This design comes from an exercise in tuning for small area, a short achievable clock period and few clock cycles on the open sky130 flow, not from production work.
In this exercise RTL edits were held to simulation tests only and were not proved equivalent to the original.
Power figures rest on the tool's default switching activity, not on a simulated workload.

### run.sh
#!/bin/bash
# synth_recipe.tcl (not shown) runs the flow's synth.tcl, then flattens the netlist and writes it again
# the make line also repeats each setting of config.mk as NAME=value (left out here)
make -C /OpenROAD-flow-scripts/flow DESIGN_CONFIG=/design/flow/config.mk WORK_HOME=/design/flow/orfs CLKGATE_MAP_FILE= SYNTH_SCRIPT=/design/flow/synth_recipe.tcl finish
### config.mk
export PLATFORM = sky130hd
export DESIGN_NAME = serial_command_line_parser_top
export DESIGN_NICKNAME = serial_command_line_parser_top
export VERILOG_FILES = /design/flow/design.v
export SDC_FILE = /design/flow/constraint.sdc
export NUM_CORES = 4
export LEC_CHECK = 0
export CAP_MARGIN = 20
export CORE_MARGIN = 2
export CORE_UTILIZATION = 40
export SLEW_MARGIN = 20
### constraint.sdc
create_clock -name core_clock -period 8.0 [get_ports {clk}]
set_input_delay 1.6000 -clock core_clock [delete_from_list [all_inputs] [get_ports {clk}]]
set_output_delay 1.6000 -clock core_clock [all_outputs]
set_load 0.01 [all_outputs]
### design.v
package sclp_pkg;
  localparam int LINE_MAX     = 32;
  localparam int STAGE_COUNT  = 14;
  localparam int REVERSE_BASE = 7;
  localparam int ADDR_W = $clog2(LINE_MAX);
  localparam int LEN_W  = $clog2(LINE_MAX + 1);
  localparam int STG_W  = 6;
  localparam int SACC_W = 7;
  localparam int ARG_W  = 31;
  localparam logic [ARG_W-1:0] SAT_MAX = {ARG_W{1'b1}};
  localparam logic [7:0] CH_BS  = 8'h08;
  localparam logic [7:0] CH_DEL = 8'h7F;
  localparam logic [7:0] CH_CR  = 8'h0D;
  localparam logic [7:0] CH_LF  = 8'h0A;
  localparam logic [7:0] CH_SP  = 8'h20;
  localparam logic [7:0] CH_TAB = 8'h09;
  localparam logic [3:0] CMD_IDLE   = 4'd0;
  localparam logic [3:0] CMD_TRACK  = 4'd1;
  localparam logic [3:0] CMD_MANUAL = 4'd2;
  localparam logic [3:0] CMD_RECAL  = 4'd3;
  localparam logic [3:0] CMD_STATUS = 4'd4;
  localparam logic [3:0] CMD_CALQ   = 4'd5;
  localparam logic [3:0] CMD_CFGQ   = 4'd6;
  localparam logic [3:0] CMD_HELP   = 4'd7;
  localparam logic [3:0] CMD_PERIOD = 4'd8;
  localparam logic [3:0] CMD_STAGE  = 4'd9;
  localparam logic [1:0] SM_NUM = 2'd0;
  localparam logic [1:0] SM_F   = 2'd1;
  localparam logic [1:0] SM_R   = 2'd2;
  localparam logic [4:0] ST_IDLE   = 5'b00001;
  localparam logic [4:0] ST_TRIM_S = 5'b00010;
  localparam logic [4:0] ST_TRIM_E = 5'b00100;
  localparam logic [4:0] ST_MATCH  = 5'b01000;
  localparam logic [4:0] ST_DONE   = 5'b10000;
  localparam int KW_N = 11;
  localparam logic [63:0] PER_TXT = "PERIOD ";
  localparam int          PER_LEN = 7;
  localparam logic [63:0] MAN_TXT = "MAN ";
  localparam int          MAN_LEN = 4;
endpackage
import sclp_pkg::*;
module sclp_stage (
  input  logic             clk,
  input  logic             ctl_clr,
  input  logic             ctl_en,
  input  logic             ctl_first,
  input  logic [7:0]       ctl_c,
  output logic             res_ok,
  output logic [1:0]       res_mode,
  output logic [STG_W-1:0] res_val
);
  function automatic logic is_digit(input logic [7:0] c);
    is_digit = (c >= 8'h30) && (c <= 8'h39);
  endfunction
  logic [1:0]        mode_r, mode_nxt;
  logic              bad_r, bad_nxt;
  logic              dig_r, dig_nxt;
  logic [SACC_W-1:0] acc_r, acc_nxt;
  logic [SACC_W+3:0] prod;
  logic [SACC_W-1:0] d;
  logic [SACC_W-1:0] lim;
  always_comb begin
    mode_nxt = mode_r;
    bad_nxt  = bad_r;
    dig_nxt  = dig_r;
    acc_nxt  = acc_r;
    d        = SACC_W'(ctl_c - 8'h30);
    prod     = (SACC_W+4)'(acc_r) * (SACC_W+4)'(10) + (SACC_W+4)'(d);
    if (ctl_clr) begin
      mode_nxt = SM_NUM;
      bad_nxt  = 1'b0;
      dig_nxt  = 1'b0;
      acc_nxt  = '0;
    end else if (ctl_en && ctl_first) begin
      if (ctl_c == 8'h46) begin
        mode_nxt = SM_F;
      end else if (ctl_c == 8'h52) begin
        mode_nxt = SM_R;
      end else if (is_digit(ctl_c)) begin
        mode_nxt = SM_NUM;
        acc_nxt  = d;
        dig_nxt  = 1'b1;
      end else begin
        bad_nxt = 1'b1;
      end
    end else if (ctl_en) begin
      if (is_digit(ctl_c)) begin
        dig_nxt = 1'b1;
        acc_nxt = (prod > (SACC_W+4)'({SACC_W{1'b1}})) ? {SACC_W{1'b1}} : prod[SACC_W-1:0];
      end else begin
        bad_nxt = 1'b1;
      end
    end
  end
  always_ff @(posedge clk) begin
    mode_r <= mode_nxt;
    bad_r  <= bad_nxt;
    dig_r  <= dig_nxt;
    acc_r  <= acc_nxt;
  end
  always_comb begin
    lim      = (mode_r == SM_NUM) ? SACC_W'(STAGE_COUNT) : SACC_W'(REVERSE_BASE);
    res_mode = mode_r;
    res_ok   = !bad_r && dig_r && (acc_r != '0) && (acc_r <= lim);
    res_val  = (mode_r == SM_R) ? STG_W'(STG_W'(REVERSE_BASE) + STG_W'(acc_r) - 1'b1)
                                : STG_W'(STG_W'(acc_r) - 1'b1);
  end
endmodule
import sclp_pkg::*;
module serial_command_line_parser_top (
  input  logic        clk,
  input  logic        rst_n,
  input  logic        in_valid,
  output logic        in_ready,
  input  logic [7:0]  in_rx_byte,
  output logic        out_valid,
  input  logic        out_ready,
  output logic [3:0]  out_cmd_code,
  output logic [30:0] out_cmd_arg
);
  function automatic logic [63:0] kw_txt(input int k);
    case (k)
      0:  kw_txt = "IDLE";
      1:  kw_txt = "0";
      2:  kw_txt = "TRACK";
      3:  kw_txt = "1";
      4:  kw_txt = "MANUAL";
      5:  kw_txt = "2";
      6:  kw_txt = "RECAL";
      7:  kw_txt = "STATUS";
      8:  kw_txt = "CAL?";
      9:  kw_txt = "CFG?";
      default: kw_txt = "HELP";
    endcase
  endfunction
  function automatic int kw_len(input int k);
    case (k)
      0: kw_len = 4;  1: kw_len = 1;  2: kw_len = 5;  3: kw_len = 1;  4: kw_len = 6;  5: kw_len = 1;
      6: kw_len = 5;  7: kw_len = 6;  8: kw_len = 4;  9: kw_len = 4;  default: kw_len = 4;
    endcase
  endfunction
  function automatic logic [3:0] kw_code(input int k);
    case (k)
      0, 1: kw_code = CMD_IDLE;
      2, 3: kw_code = CMD_TRACK;
      4, 5: kw_code = CMD_MANUAL;
      6: kw_code = CMD_RECAL;
      7: kw_code = CMD_STATUS;
      8: kw_code = CMD_CALQ;
      9: kw_code = CMD_CFGQ;
      default: kw_code = CMD_HELP;
    endcase
  endfunction
  function automatic logic [7:0] txt_byte(input logic [63:0] s, input int l, input int i);
    logic [63:0] sh;
    sh = s >> (8 * (l - 1 - i));
    txt_byte = sh[7:0];
  endfunction
  function automatic logic is_digit(input logic [7:0] c);
    is_digit = (c >= 8'h30) && (c <= 8'h39);
  endfunction
  function automatic logic [7:0] to_upper(input logic [7:0] c);
    to_upper = ((c >= 8'h61) && (c <= 8'h7A)) ? (c - 8'h20) : c;
  endfunction
  logic [7:0] mem [LINE_MAX];
  logic [4:0]        state_r, state_nxt;
  logic [LEN_W-1:0]  len_r, len_nxt;
  logic [LEN_W-1:0]  ptr_r, ptr_nxt;
  logic [LEN_W-1:0]  rd_idx_r;
  logic              rd_vld_r, rd_vld_nxt;
  logic [7:0]        rd_data_r;
  logic [LEN_W-1:0]  s_r, s_nxt;
  logic [ADDR_W-1:0] n_r, n_nxt;
  logic [ADDR_W-1:0] iss_left_r, iss_left_nxt;
  logic [ADDR_W-1:0] i_r, i_nxt;
  logic              scan_r, scan_nxt;
  logic [KW_N-1:0]   kw_ok_r, kw_ok_nxt;
  logic              per_ok_r, per_ok_nxt;
  logic              man_ok_r, man_ok_nxt;
  logic [ARG_W-1:0]  acc_p_r, acc_p_nxt;
  logic              out_valid_r, out_valid_nxt;
  logic [3:0]        out_code_r, out_code_nxt;
  logic [ARG_W-1:0]  out_arg_r, out_arg_nxt;
  logic              issue;
  logic              mem_we;
  logic [7:0]        c_up;
  logic              blank;
  logic [LEN_W-1:0]  e_diff;
  logic [ARG_W+3:0]  prod_p;
  logic              hit;
  logic              kw_hit;
  logic [3:0]        hit_code;
  logic [ARG_W-1:0]  hit_arg;
  logic              in_acc;
  logic              ctl_a_clr, ctl_a_en, ctl_a_first;
  logic              ctl_b_clr, ctl_b_en, ctl_b_first;
  logic              res_a_ok, res_b_ok;
  logic [1:0]        res_a_mode, res_b_mode;
  logic [STG_W-1:0]  res_a_val, res_b_val;
  sclp_stage u_stage_man (.clk(clk), .ctl_clr(ctl_a_clr), .ctl_en(ctl_a_en),
                          .ctl_first(ctl_a_first), .ctl_c(c_up), .res_ok(res_a_ok),
                          .res_mode(res_a_mode), .res_val(res_a_val));
  sclp_stage u_stage_fr  (.clk(clk), .ctl_clr(ctl_b_clr), .ctl_en(ctl_b_en),
                          .ctl_first(ctl_b_first), .ctl_c(c_up), .res_ok(res_b_ok),
                          .res_mode(res_b_mode), .res_val(res_b_val));
  assign in_ready     = (state_r == ST_IDLE);
  assign in_acc          = in_valid && in_ready;
  assign out_valid    = out_valid_r;
  assign out_cmd_code = out_code_r;
  assign out_cmd_arg  = out_arg_r;
  assign c_up  = to_upper(rd_data_r);
  assign blank = (rd_data_r == CH_SP) || (rd_data_r == CH_TAB);
  always_comb begin
    kw_hit   = 1'b0;
    hit_code = CMD_IDLE;
    hit_arg  = '0;
    for (int k = KW_N - 1; k >= 0; k--) begin
      if (kw_ok_r[k] && (int'(n_r) == kw_len(k))) begin
        kw_hit   = 1'b1;
        hit_code = kw_code(k);
      end
    end
    hit = kw_hit;
    if (!kw_hit) begin
      if (per_ok_r && (int'(n_r) > PER_LEN)) begin
        hit      = 1'b1;
        hit_code = CMD_PERIOD;
        hit_arg  = acc_p_r;
      end else if (man_ok_r && res_a_ok) begin
        hit      = 1'b1;
        hit_code = CMD_STAGE;
        hit_arg  = ARG_W'(res_a_val);
      end else if (res_b_ok && (res_b_mode != SM_NUM)) begin
        hit      = 1'b1;
        hit_code = CMD_STAGE;
        hit_arg  = ARG_W'(res_b_val);
      end
    end
  end
  always_comb begin
    state_nxt     = state_r;
    len_nxt       = len_r;
    ptr_nxt       = ptr_r;
    s_nxt         = s_r;
    n_nxt         = n_r;
    iss_left_nxt  = iss_left_r;
    i_nxt         = i_r;
    scan_nxt      = scan_r;
    kw_ok_nxt     = kw_ok_r;
    per_ok_nxt    = per_ok_r;
    man_ok_nxt    = man_ok_r;
    acc_p_nxt     = acc_p_r;
    out_valid_nxt = out_valid_r && !out_ready;
    out_code_nxt  = out_code_r;
    out_arg_nxt   = out_arg_r;
    issue         = 1'b0;
    mem_we        = 1'b0;
    e_diff        = '0;
    prod_p        = (ARG_W+4)'(acc_p_r) * (ARG_W+4)'(10) + (ARG_W+4)'(c_up - 8'h30);
    ctl_a_clr     = 1'b0;
    ctl_a_en      = 1'b0;
    ctl_a_first   = 1'b0;
    ctl_b_clr     = 1'b0;
    ctl_b_en      = 1'b0;
    ctl_b_first   = 1'b0;
    unique case (state_r)
      ST_IDLE: begin
        if (in_acc) begin
          if ((in_rx_byte == CH_CR) || (in_rx_byte == CH_LF)) begin
            if (len_r != '0) begin
              state_nxt = ST_TRIM_S;
              ptr_nxt   = '0;
            end
          end else if ((in_rx_byte == CH_BS) || (in_rx_byte == CH_DEL)) begin
            if (len_r != '0) len_nxt = len_r - 1'b1;
          end else if (len_r < LEN_W'(LINE_MAX)) begin
            mem_we  = 1'b1;
            len_nxt = len_r + 1'b1;
          end else begin
            len_nxt = '0;
          end
        end
      end
      ST_TRIM_S: begin
        issue   = 1'b1;
        ptr_nxt = ptr_r + 1'b1;
        if (rd_vld_r) begin
          if (rd_idx_r >= len_r) begin
            state_nxt = ST_DONE;
            scan_nxt  = 1'b0;
          end else if (!blank) begin
            state_nxt = ST_TRIM_E;
            s_nxt     = rd_idx_r;
            ptr_nxt   = len_r - 1'b1;
          end
        end
      end
      ST_TRIM_E: begin
        issue   = 1'b1;
        ptr_nxt = ptr_r - 1'b1;
        if (rd_vld_r && !blank) begin
          e_diff       = rd_idx_r + 1'b1 - s_r;
          n_nxt        = (e_diff > LEN_W'(LINE_MAX - 1)) ? ADDR_W'(LINE_MAX - 1)
                                                         : e_diff[ADDR_W-1:0];
          state_nxt    = ST_MATCH;
          ptr_nxt      = s_r;
          iss_left_nxt = n_nxt;
          i_nxt        = '0;
          kw_ok_nxt    = '1;
          per_ok_nxt   = 1'b1;
          man_ok_nxt   = 1'b1;
          acc_p_nxt    = '0;
          ctl_a_clr    = 1'b1;
          ctl_b_clr    = 1'b1;
        end
      end
      ST_MATCH: begin
        if (iss_left_r != '0) begin
          issue        = 1'b1;
          ptr_nxt      = ptr_r + 1'b1;
          iss_left_nxt = iss_left_r - 1'b1;
        end
        if (rd_vld_r) begin
          for (int k = 0; k < KW_N; k++) begin
            if ((int'(i_r) >= kw_len(k)) || (c_up != txt_byte(kw_txt(k), kw_len(k), int'(i_r))))
              kw_ok_nxt[k] = 1'b0;
          end
          if (int'(i_r) < PER_LEN) begin
            if (c_up != txt_byte(PER_TXT, PER_LEN, int'(i_r))) per_ok_nxt = 1'b0;
          end else if (!is_digit(c_up)) begin
            per_ok_nxt = 1'b0;
          end else begin
            acc_p_nxt = (prod_p > (ARG_W+4)'(SAT_MAX)) ? SAT_MAX : prod_p[ARG_W-1:0];
          end
          if (int'(i_r) < MAN_LEN) begin
            if (c_up != txt_byte(MAN_TXT, MAN_LEN, int'(i_r))) man_ok_nxt = 1'b0;
          end
          ctl_a_en    = (int'(i_r) >= MAN_LEN);
          ctl_a_first = (int'(i_r) == MAN_LEN);
          ctl_b_en    = 1'b1;
          ctl_b_first = (i_r == '0);
          i_nxt       = i_r + 1'b1;
          if (i_r == n_r - 1'b1) begin
            state_nxt = ST_DONE;
            scan_nxt  = 1'b1;
          end
        end
      end
      ST_DONE: begin
        if (!(scan_r && hit)) begin
          state_nxt = ST_IDLE;
          len_nxt   = '0;
        end else if (!out_valid_nxt) begin
          out_valid_nxt = 1'b1;
          out_code_nxt  = hit_code;
          out_arg_nxt   = hit_arg;
          state_nxt     = ST_IDLE;
          len_nxt       = '0;
        end
      end
      default: state_nxt = ST_IDLE;
    endcase
    rd_vld_nxt = issue && (state_nxt == state_r);
  end
  always_ff @(posedge clk) begin
    if (mem_we) mem[len_r[ADDR_W-1:0]] <= in_rx_byte;
    rd_data_r <= mem[ptr_r[ADDR_W-1:0]];
    rd_idx_r  <= ptr_r;
  end
  always_ff @(posedge clk) begin
    if (!rst_n) begin
      state_r     <= ST_IDLE;
      len_r       <= '0;
      rd_vld_r    <= 1'b0;
      out_valid_r <= 1'b0;
    end else begin
      state_r     <= state_nxt;
      len_r       <= len_nxt;
      rd_vld_r    <= rd_vld_nxt;
      out_valid_r <= out_valid_nxt;
    end
  end
  always_ff @(posedge clk) begin
    ptr_r      <= ptr_nxt;
    s_r        <= s_nxt;
    n_r        <= n_nxt;
    iss_left_r <= iss_left_nxt;
    i_r        <= i_nxt;
    scan_r     <= scan_nxt;
    kw_ok_r    <= kw_ok_nxt;
    per_ok_r   <= per_ok_nxt;
    man_ok_r   <= man_ok_nxt;
    acc_p_r    <= acc_p_nxt;
    out_code_r <= out_code_nxt;
    out_arg_r  <= out_arg_nxt;
  end
endmodule
==> metrics.md <==
| Metric | Value |
|---|---|
| Worst Path Max Fanout | `42` |
| CP cell instances | `inv_1 -> buf_4 -> a21oi_1 -> a31oi_1 -> ha_1 -> nor3_1 -> a31oi_4 -> buf_4 -> inv_2 -> buf_4 -> ha_1 -> a21o_1 -> a21oi_1 -> nand2_1 -> or2_2 -> o311a_1 -> nand4b_1 -> a31oi_1 -> o221ai_1 -> o211ai_4 -> nor4_4 -> buf_4 -> a21oi_1` |
| Reg2Reg Launch Point | `rd_data_r[4]` |
| Port bufs | `between 40 and 50` |
| Peak supply drop | `0.178 mV` |
| Setup TNS | `0 ps` |
| Hold-fix buffer count after cts | `0` |
| Root Buffer | `clkbuf_16` |
| Crit path buf inv count | `6` |
| Cts repair resizes | `0` |
| Critical Path Most Common Cell | `buf_4` |
| Top Ports | `49` |
| H-tree Lvls | `2` |
| Pin count of the biggest net entering global routing | `56` |
| Syn nets | `2489` |
| WL per Instance | `just over 20 um` |
| Worst path max stage delay | `roughly 700 ps` |
| Final Hold Fails | `0` |
| Hold path depth | `2` |
| Compound-cell area share of the yosys netlist | `around 16%` |
| Synthesized area per cell | `10.9 um2` |
| DRC | `0` |
| Delay-heaviest family, CP | `compound AO/OA/AOI/OAI gates` |
| Number of synthesized register bits | `a little over 400` |
| Clock transition at path regs | `roughly 70 ps` |
| Max Cap Viol | `0` |
| Yosys top cell area share | `43.4%` |
| Slew Viols, Final | `0` |
| Final GP Congestion | `0.894` |
| Number of distinct library cells after synthesis | `104` |
| Mux share of post-synthesis cell area | `6.84%` |
| Pwr/cell area | `162 nW/um2` |
| Largest family of logic cells by synthesized area | `compound AO/OA/AOI/OAI gates` |
| Hold Path Origin | `u_stage_fr.bad_r` |
| Vias per cell | `5.76` |
| Finished Layout Cells | `3197` |
| F_max | `0.149 GHz` |
| Synth Flop Type | `edfxtp_1` |
| Initial Util | `40.6%` |
| Worst hold slack | `475 ps` |
| Post-synth EDFFs | `363` |
| Cell taking the most area after synthesis | `edfxtp_1` |
| CTS tree | `done` |
| Post-CTS setup buffer count | `0` |
| Vias in the first global route | `about 18000` |
| Async set-or-reset flop fraction in the synthesized netlist | `0%` |
| Commonest cells after routing, fill and taps aside | `edfxtp_1 (363), nor2_1 (201), a21oi_1 (181), nand2_1 (167), ha_1 (167)` |
| Ys Warns | `2` |
| Total clock sinks | `412` |
| Final setup vio count | `0` |
| Reg2reg end | `acc_p_r[19]` |
| WHS Endpoint | `u_stage_fr.bad_r` |
| Final critical-path required period | `around 6700 ps` |
| Initial antenna violation count | `0` |
| CP Data Required Time | `8280 ps` |
| Final period util | `between 80% and 90%` |
| Top cells by area, synth | `edfxtp_1 (43%), ha_1 (8.3%), dfxtp_1 (3.9%), a21oi_1 (3.6%), mux4_2 (3.6%)` |
| GRT Residual Overflow | `0` |
| Final #Nets | `about 2500` |
| Hold Crit Class | `register to register` |
| Final WL | `64300 um` |
| # rows | `91` |
| Leak pwr | `9.99 nW` |
| DR pass1 iterations | `6` |
| Arr. time, crit path | `7000 ps` |
| Die Area | `64900 um2` |
| Synth-to-layout area growth | `11.3%` |
| Crit-path slowest cell | `dfxtp_1` |
| Post-synthesis instance total | `2303` |
| Placed Cells | `3110` |
| Initial drt markers | `1499` |
| Die extent in x | `approximately 250 um` |
| DR vias | `~18000` |
| Core area | `approximately 62000 um2` |
| Status | `timing/DRC/antenna clean` |
| Overall routing resource usage | `19.8%` |
| Worst slew margin | `~28%` |
| Synth Area in Simple Gates | `between 10% and 20%` |
| Post-synthesis sequential area ratio | `47.3%` |
| Adder-Cell Fraction of Synth Area | `8.91%` |
| RSZ-0062 raised after global routing | `no` |
| XOR/XNOR Fraction of Synth Area | `between 4 and 5%` |
| Crit path kind | `register to register` |
| Reg2Reg Depth | `23` |
| ANT nets after route | `0` |
| Height of the die | `255 um` |
| Worst setup EP type | `register` |
| Clock latency (worst-skew pair) | `610 ps` |
| Longest Clk Path Bufs | `3` |
| Reg-to-reg setup timing slack | `1280 ps` |
| Worst-Margin Slew | `~1100 ps` |
| CTS Buf Count | `46` |
| Crit start category | `register` |
| DP Wirelength | `44900 um` |
| Commonest non-fill, non-tap cell in the layout | `edfxtp_1` |
| Filler cells | `5687` |
| First-pass GRT wire length | `101000 um` |
| Synthesized area | `around 25000 um2` |
| Share of cells above drive strength 1 | `9.16%` |
| Clk_skew | `about 51 ps` |
## per-layer routing
| layer | vias up | global-route usage, % | part of all wire (%) |
|---|---|---|---|
| met4 | 0 | 5.35 | 2.2 |
| met3 | 97 | 2.58 | 5.1 |
| met5 | - | 0 | 0 |
| li1 | 8805 | - | - |
| met2 | 532 | 33.5 | 48 |
| met1 | 8996 | 26.6 | 45 |
## state kept, by name (all words and copies together) (netlist names), 2 cells and up
| signal | cells |
|---|---|
| rd_idx_r | 6 |
| len_r | 6 |
| i_r | 5 |
| u_stage_fr.acc_r | 7 |
| out_arg_r | 31 |
| n_r | 5 |
| u_stage_man.mode_r | 2 |
| state_r | 5 |
| u_stage_fr.mode_r | 2 |
| iss_left_r | 5 |
| mem | 256 |
| kw_ok_r | 11 |
| rd_data_r | 8 |
| ptr_r | 6 |
| u_stage_man.acc_r | 7 |
| s_r | 6 |
| out_code_r | 4 |
| acc_p_r | 31 |
## worst max path at each step
stage,startpoint,endpoint,slack [ps],depth (start not counted)
5_1_grt,rd_data_r[4],acc_p_r[25],840,23
4_1_cts,rd_data_r[4],acc_p_r[15],1360,23
6_report,rd_data_r[4],acc_p_r[19],1280,23
3_5_place_dp,rd_data_r[4],acc_p_r[15],1400,23
3_3_place_gp,rd_data_r[4],acc_p_r[14],1640,23
2_1_floorplan,rd_data_r[2],acc_p_r[0],1800,25
## per-stage QoR
step / cell area (um2) / total power, mW / utilization [%] / worst slack, ps
floorplan: 25100 / 2.43 / - / 1800
global placement: 26500 / 2.48 / 42.7 / 1640
detailed placement: 26500 / 2.48 / 42.7 / 1400
CTS: 28000 / 4.58 / 45.2 / 1360
global route: 28000 / 4.66 / 45.2 / 836
finish: 28000 / 4.53 / 45.2 / 1280
## power by group
part           internal (mW)  switching, mW
Sequential              2.34        0.00494
Clock                   1.18          0.923
Combinational         0.0301         0.0618
Total                   3.54          0.990
## logic make-up after synthesis
family          after synthesis
simple gates                687
fa+ha+maj                   175
compound gates              594
mux                         119
xor+xnor                    129
buf+inv                     187
flops                       412
## cell type report
type | count | area, um2 | area share [%]
clock buffers | 55 | 1180 | 4.24
clock inverters | 31 | 320 | 1.15
flip-flops and latches | 412 | 11900 | 42.5
inverters | 80 | 300 | 1.07
well taps | 837 | 1050 | 3.74
repair buffers | 77 | 698 | 2.50
multi-input cells | 1704 | 12500 | 44.8
diodes | 1 | 2.50 | 0.00895
## cell usage after synthesis, types with 16 or more instances
cell / n
mux4_2: 40
or3_1: 18
ha_1: 167
inv_1: 76
mux2i_1: 65
nand2_1: 167
xnor2_1: 86
edfxtp_1: 363
a211oi_1: 24
nand4_1: 23
a21o_1: 30
buf_1: 17
o211ai_1: 25
a21oi_1: 181
nor2b_1: 31
nor2_1: 202
clkbuf_1: 78
o22ai_1: 20
nand3_1: 48
o221ai_1: 32
or2_2: 16
a31oi_1: 27
o21ai_0: 88
and2_1: 47
nor3_1: 49
dfxtp_1: 49
xor2_1: 42
## worst register-to-register path, stage by stage (launching register included)
cell      delay (ps)
dfxtp_1          720
inv_1             90
buf_4            230
a21oi_1          350
a31oi_1          260
ha_1             330
nor3_1           400
a31oi_4          130
buf_4            290
inv_2            110
buf_4            410
ha_1             370
a21o_1           200
a21oi_1          180
nand2_1           90
or2_2            330
o311a_1          340
nand4b_1         130
a31oi_1          170
o221ai_1         340
o211ai_4         150
nor4_4           280
buf_4            370
a21oi_1          130
Testbench counts, summed over its fixed seeds: cycles 58,142.

==> port drivers added, routing unchanged <==
No port has a modelled driver above. Below, the same layout with a new extraction and two added sets of constraints. Step 1, drivers: a clkbuf_16 drives clk and a buf_2 each remaining input, both assumed. Step 2 adds t to the input delays and takes it off the output delays; t is the mean of the earliest and latest rising clock arrival at the registers after step 1. Input paths then give back, and output paths get back, about the clock's delay inside the block. a / b / c = ideal / step 1 / step 2; a / b = the first two.
t, ns: 0.643
setup WS [ns]: 1.282 / 1.282 / 1.282
hold WS [ns]: 0.475 / 0.475 / 0.475
worst slew at a driven data input, ns: 0.11
After both steps setup and hold are still met in this run. The setup slack of this run moves by 0.000 ns with the drivers and by 0.000 ns with both steps.
